What follows belongs to an exercise in optimizing a design on an open flow for small area and a short achievable clock period; a production flow would make more cautious choices. Only simulation tests tie the RTL to the original design; equivalence was not proved.

Setup of job 1772:
Design rv_fetch_decode_top, start of the top module:
module rv_fetch_decode_top #(
	parameter logic [rv_fetch_pkg::XLEN-1:0] RESET_PC   = '0,
	parameter int unsigned                   IMEM_WORDS = 64
) (
	input  logic                          clk_i,
	input  logic                          reset_i,
	input  logic                          fetch_i,
	input  logic                          redirect_i,
	input  logic [rv_fetch_pkg::XLEN-1:0] redirect_addr_i,
	input  logic                          load_we_i,
	input  logic [rv_fetch_pkg::XLEN-1:0] load_addr_i,
	input  logic [rv_fetch_pkg::XLEN-1:0] load_data_i,
	output logic                          dec_valid_o,
	output logic [rv_fetch_pkg::XLEN-1:0] dec_pc_o,
	output logic [rv_fetch_pkg::XLEN-1:0] dec_imm_o,
	output logic [4:0]                    dec_rd_o,
	output logic [4:0]                    dec_rs1_o,
	output logic [4:0]                    dec_rs2_o,
	output rv_fetch_pkg::alu_op_e         dec_alu_op_o,
	output rv_fetch_pkg::branch_e         dec_branch_o,
	output rv_fetch_pkg::mem_size_e       dec_mem_size_o,
	output logic                          dec_alu_imm_o,
	output logic                          dec_load_o,
	output logic                          dec_store_o,
	output logic                          dec_load_unsigned_o,
	output logic                          dec_jal_o,
	output logic                          dec_jalr_o,
	output logic                          dec_lui_o,
	output logic                          dec_auipc_o,
	output logic                          dec_div_unsigned_o,
	output logic                          dec_illegal_o
);
	logic [IMEM_WORDS-1:0]         rd_sel_lo;
	logic [IMEM_WORDS-1:0]         rd_sel_hi;
	logic [rv_fetch_pkg::XLEN-1:0] fetch_pc;
	logic [rv_fetch_pkg::SW-1:0]   instr;
	logic                          instr_valid_q;
	rv_fetch_pkg::decoded_t        dec;
	rv_pc #(
		.RESET_PC(RESET_PC),
		.IMEM_WORDS(IMEM_WORDS)
	) u_pc (
		.clk_i(clk_i),
		.reset_i(reset_i),
		.fetch_i(fetch_i),
		.redirect_i(redirect_i),
		.redirect_addr_i(redirect_addr_i),
		.rd_sel_lo_o(rd_sel_lo),
		.rd_sel_hi_o(rd_sel_hi),
		.fetch_pc_o(fetch_pc)
	);
	rv_imem #(
		.IMEM_WORDS(IMEM_WORDS)
	) u_imem (
		.clk_i(clk_i),
		.rd_sel_lo_i(rd_sel_lo),
		.rd_sel_hi_i(rd_sel_hi),
		.load_we_i(load_we_i),
		.load_addr_i(load_addr_i),
		.load_data_i(load_data_i),
		.rdata_o(instr)
	);
  ...
Settings: LEC_CHECK=0, ABC_CLOCK_PERIOD_IN_PS=2800, CAP_MARGIN=20, CORE_MARGIN=2, CORE_UTILIZATION=55, CTS_CLUSTER_DIAMETER=80, CTS_CLUSTER_SIZE=20, PLACE_DENSITY=0.65, SETUP_SLACK_MARGIN=3.95, SLEW_MARGIN=20, SYNTH_HIERARCHICAL=1, SYNTH_MEMORY_MAX_BITS=16384; clock period 6.5 ns.
run.sh (not shown) runs the stock make flow with config.mk's settings and CLKGATE_MAP_FILE= SYNTH_SCRIPT=/design/flow/synth_recipe.tcl, a recipe that flattens the netlist after the stock synthesis.
Job 1772: all stages complete, timing, DRC and antenna checks passed
Here is what was changed in the inputs of job 2249 compared with job 1772.
diff --git a/flow/design.v b/flow/design.v
--- a/flow/design.v
+++ b/flow/design.v
@@ -69,39 +69,34 @@
 ) (
 	input  logic                          clk_i,
 	input  logic                          reset_i,
 	input  logic                          fetch_i,
 	input  logic                          redirect_i,
 	input  logic [rv_fetch_pkg::XLEN-1:0] redirect_addr_i,
-	output logic [IMEM_WORDS-1:0]         rd_sel_lo_o,
-	output logic [IMEM_WORDS-1:0]         rd_sel_hi_o,
+	output logic [IMEM_WORDS-1:0]         rd_sel_o,
 	output logic [rv_fetch_pkg::XLEN-1:0] fetch_pc_o
 );
 	localparam int AW = $clog2(IMEM_WORDS);
 	localparam logic [rv_fetch_pkg::XLEN-1:0] PC_STEP = 4;
 	logic [rv_fetch_pkg::XLEN-1:0] last_q;
 	logic [rv_fetch_pkg::XLEN-1:0] fetch_addr;
-	logic [IMEM_WORDS-1:0]         sel_lo_q;
-	logic [IMEM_WORDS-1:0]         sel_hi_q;
+	logic [IMEM_WORDS-1:0]         sel_q;
 	assign fetch_addr = redirect_i ? redirect_addr_i : (last_q + PC_STEP);
 	always_ff @(posedge clk_i) begin
 		if (reset_i) begin
 			last_q <= RESET_PC - PC_STEP;
 		end else if (fetch_i) begin
 			last_q <= fetch_addr;
 		end
 	end
 	always_ff @(posedge clk_i) begin
 		for (int i = 0; i < IMEM_WORDS; i++) begin
-			sel_lo_q[i] <= (fetch_addr[AW+1:2] == AW'(i));
-			sel_hi_q[i] <= (fetch_addr[AW+1:5] == 3'(i / 8)) &&
-				(fetch_addr[4:2] == 3'(i % 8));
+			sel_q[i] <= (fetch_addr[AW+1:2] == AW'(i));
 		end
 	end
-	assign rd_sel_lo_o = sel_lo_q;
-	assign rd_sel_hi_o = sel_hi_q;
+	assign rd_sel_o   = sel_q;
 	assign fetch_pc_o = last_q;
 endmodule
 `timescale 1ns/1ps
 module rv_predecode (
 	input  logic [rv_fetch_pkg::XLEN-1:0] word_i,
 	output logic [rv_fetch_pkg::SW-1:0]   stored_o
@@ -153,14 +148,13 @@
 	assign stored_o = {word_i[31:7], cls};
 endmodule
 module rv_imem #(
 	parameter int unsigned IMEM_WORDS = 64
 ) (
 	input  logic                          clk_i,
-	input  logic [IMEM_WORDS-1:0]         rd_sel_lo_i,    
-	input  logic [IMEM_WORDS-1:0]         rd_sel_hi_i,
+	input  logic [IMEM_WORDS-1:0]         rd_sel_i,
 	input  logic                          load_we_i,
 	input  logic [rv_fetch_pkg::XLEN-1:0] load_addr_i,
 	input  logic [rv_fetch_pkg::XLEN-1:0] load_data_i,
 	output logic [rv_fetch_pkg::SW-1:0]   rdata_o
 );
 	localparam int AW = $clog2(IMEM_WORDS);
@@ -191,13 +185,13 @@
 		logic [IMEM_WORDS/16-1:0] pair_n;
 		for (genvar g = 0; g < IMEM_WORDS/8; g++) begin : g_grp
 			logic [7:0] d;
 			for (genvar k = 0; k < 8; k++) begin : g_d
 				assign d[k] = mem_q[8*g+k][b];
 			end
-			rv_rd_or8 u_grp (.sel_i((b < SW/2) ? rd_sel_lo_i[8*g+7:8*g] : rd_sel_hi_i[8*g+7:8*g]), .data_i(d), .y_o(grp[g]));
+			rv_rd_or8 u_grp (.sel_i(rd_sel_i[8*g+7:8*g]), .data_i(d), .y_o(grp[g]));
 		end
 		for (genvar g = 0; g < IMEM_WORDS/16; g++) begin : g_pair
 			rv_rd_nor2 u_nor (.a_i(grp[2*g+1:2*g]), .y_no(pair_n[g]));
 		end
 		rv_rd_nand4 u_out (.a_i(pair_n), .y_o(rdata_o[b]));
 	end
@@ -370,14 +364,13 @@
 	output logic                          dec_jalr_o,
 	output logic                          dec_lui_o,
 	output logic                          dec_auipc_o,
 	output logic                          dec_div_unsigned_o,
 	output logic                          dec_illegal_o
 );
-	logic [IMEM_WORDS-1:0]         rd_sel_lo;
-	logic [IMEM_WORDS-1:0]         rd_sel_hi;
+	logic [IMEM_WORDS-1:0]         rd_sel;
 	logic [rv_fetch_pkg::XLEN-1:0] fetch_pc;
 	logic [rv_fetch_pkg::SW-1:0]   instr;
 	logic                          instr_valid_q;
 	rv_fetch_pkg::decoded_t        dec;
 	rv_pc #(
 		.RESET_PC(RESET_PC),
@@ -385,22 +378,20 @@
 	) u_pc (
 		.clk_i(clk_i),
 		.reset_i(reset_i),
 		.fetch_i(fetch_i),
 		.redirect_i(redirect_i),
 		.redirect_addr_i(redirect_addr_i),
-		.rd_sel_lo_o(rd_sel_lo),
-		.rd_sel_hi_o(rd_sel_hi),
+		.rd_sel_o(rd_sel),
 		.fetch_pc_o(fetch_pc)
 	);
 	rv_imem #(
 		.IMEM_WORDS(IMEM_WORDS)
 	) u_imem (
 		.clk_i(clk_i),
-		.rd_sel_lo_i(rd_sel_lo),
-		.rd_sel_hi_i(rd_sel_hi),
+		.rd_sel_i(rd_sel),
 		.load_we_i(load_we_i),
 		.load_addr_i(load_addr_i),
 		.load_data_i(load_data_i),
 		.rdata_o(instr)
 	);
 	always_ff @(posedge clk_i) begin
==> summary.txt <==
Delta (job 2249 minus job 1772): post-synthesis net count fell by about 3%; initial core utilization rose 0.29 points.
The final cell count reported for job 2249 is smaller than that of job 1772 by about 0.64%.
Core util | job 2249 vs job 1772 | job 2249 higher
For post-synthesis simple-gate area fraction, job 2249 and job 1772 come out practically identical.
Job 2249 vs job 1772 — number of placed instances, taps included dropped 107.
In the flow results for job 1772 and job 2249, the number of well taps is larger on job 1772.
In terms of final instance area, job 2249 and job 1772 differ only marginally.
Compound-gate portion of the synthesized area: job 1772 and job 2249 compared, lower one is job 1772
The met1 usage number comes out higher for job 2249 vs job 1772.
Delta (job 2249 minus job 1772): global-route usage grew by 1.7 points, routed length on met1 increased by 1.8 mm relative to the old numbers.
Diff job 1772..job 2249 | number of hold buffers added after CTS | negligible

static timing again, ports no longer ideal:
The flow's constraints put no driver on any port. The routed layouts listed below were extracted and timed again, unchanged, in two steps. Step 1 sets driving cells, clkbuf_16 on the clock port and buf_2 on the other inputs (assumed; they add their load-dependent delay and slew). Step 2, shift: input delay + t, output delay - t, t = (earliest + latest rising clock arrival at the registers) / 2. This alone moves slack from input paths to output paths. a / b / c = ideal / step 1 / step 2; a / b = the first two.
run	t (ns)	setup slack, ns	slew at the worst register clock pin (ns)	cell pins on the clock port's net
job 1772	0.835	3.923 / 3.899 / 3.325	0.09 / 0.09	1
job 2249	0.837	3.756 / 3.756 / 3.171	0.09 / 0.09	1
After both steps setup and hold are still met in every run listed. The setup slack of job 1772, which loses most, moves by -0.024 ns with the drivers and by -0.598 ns with both steps.
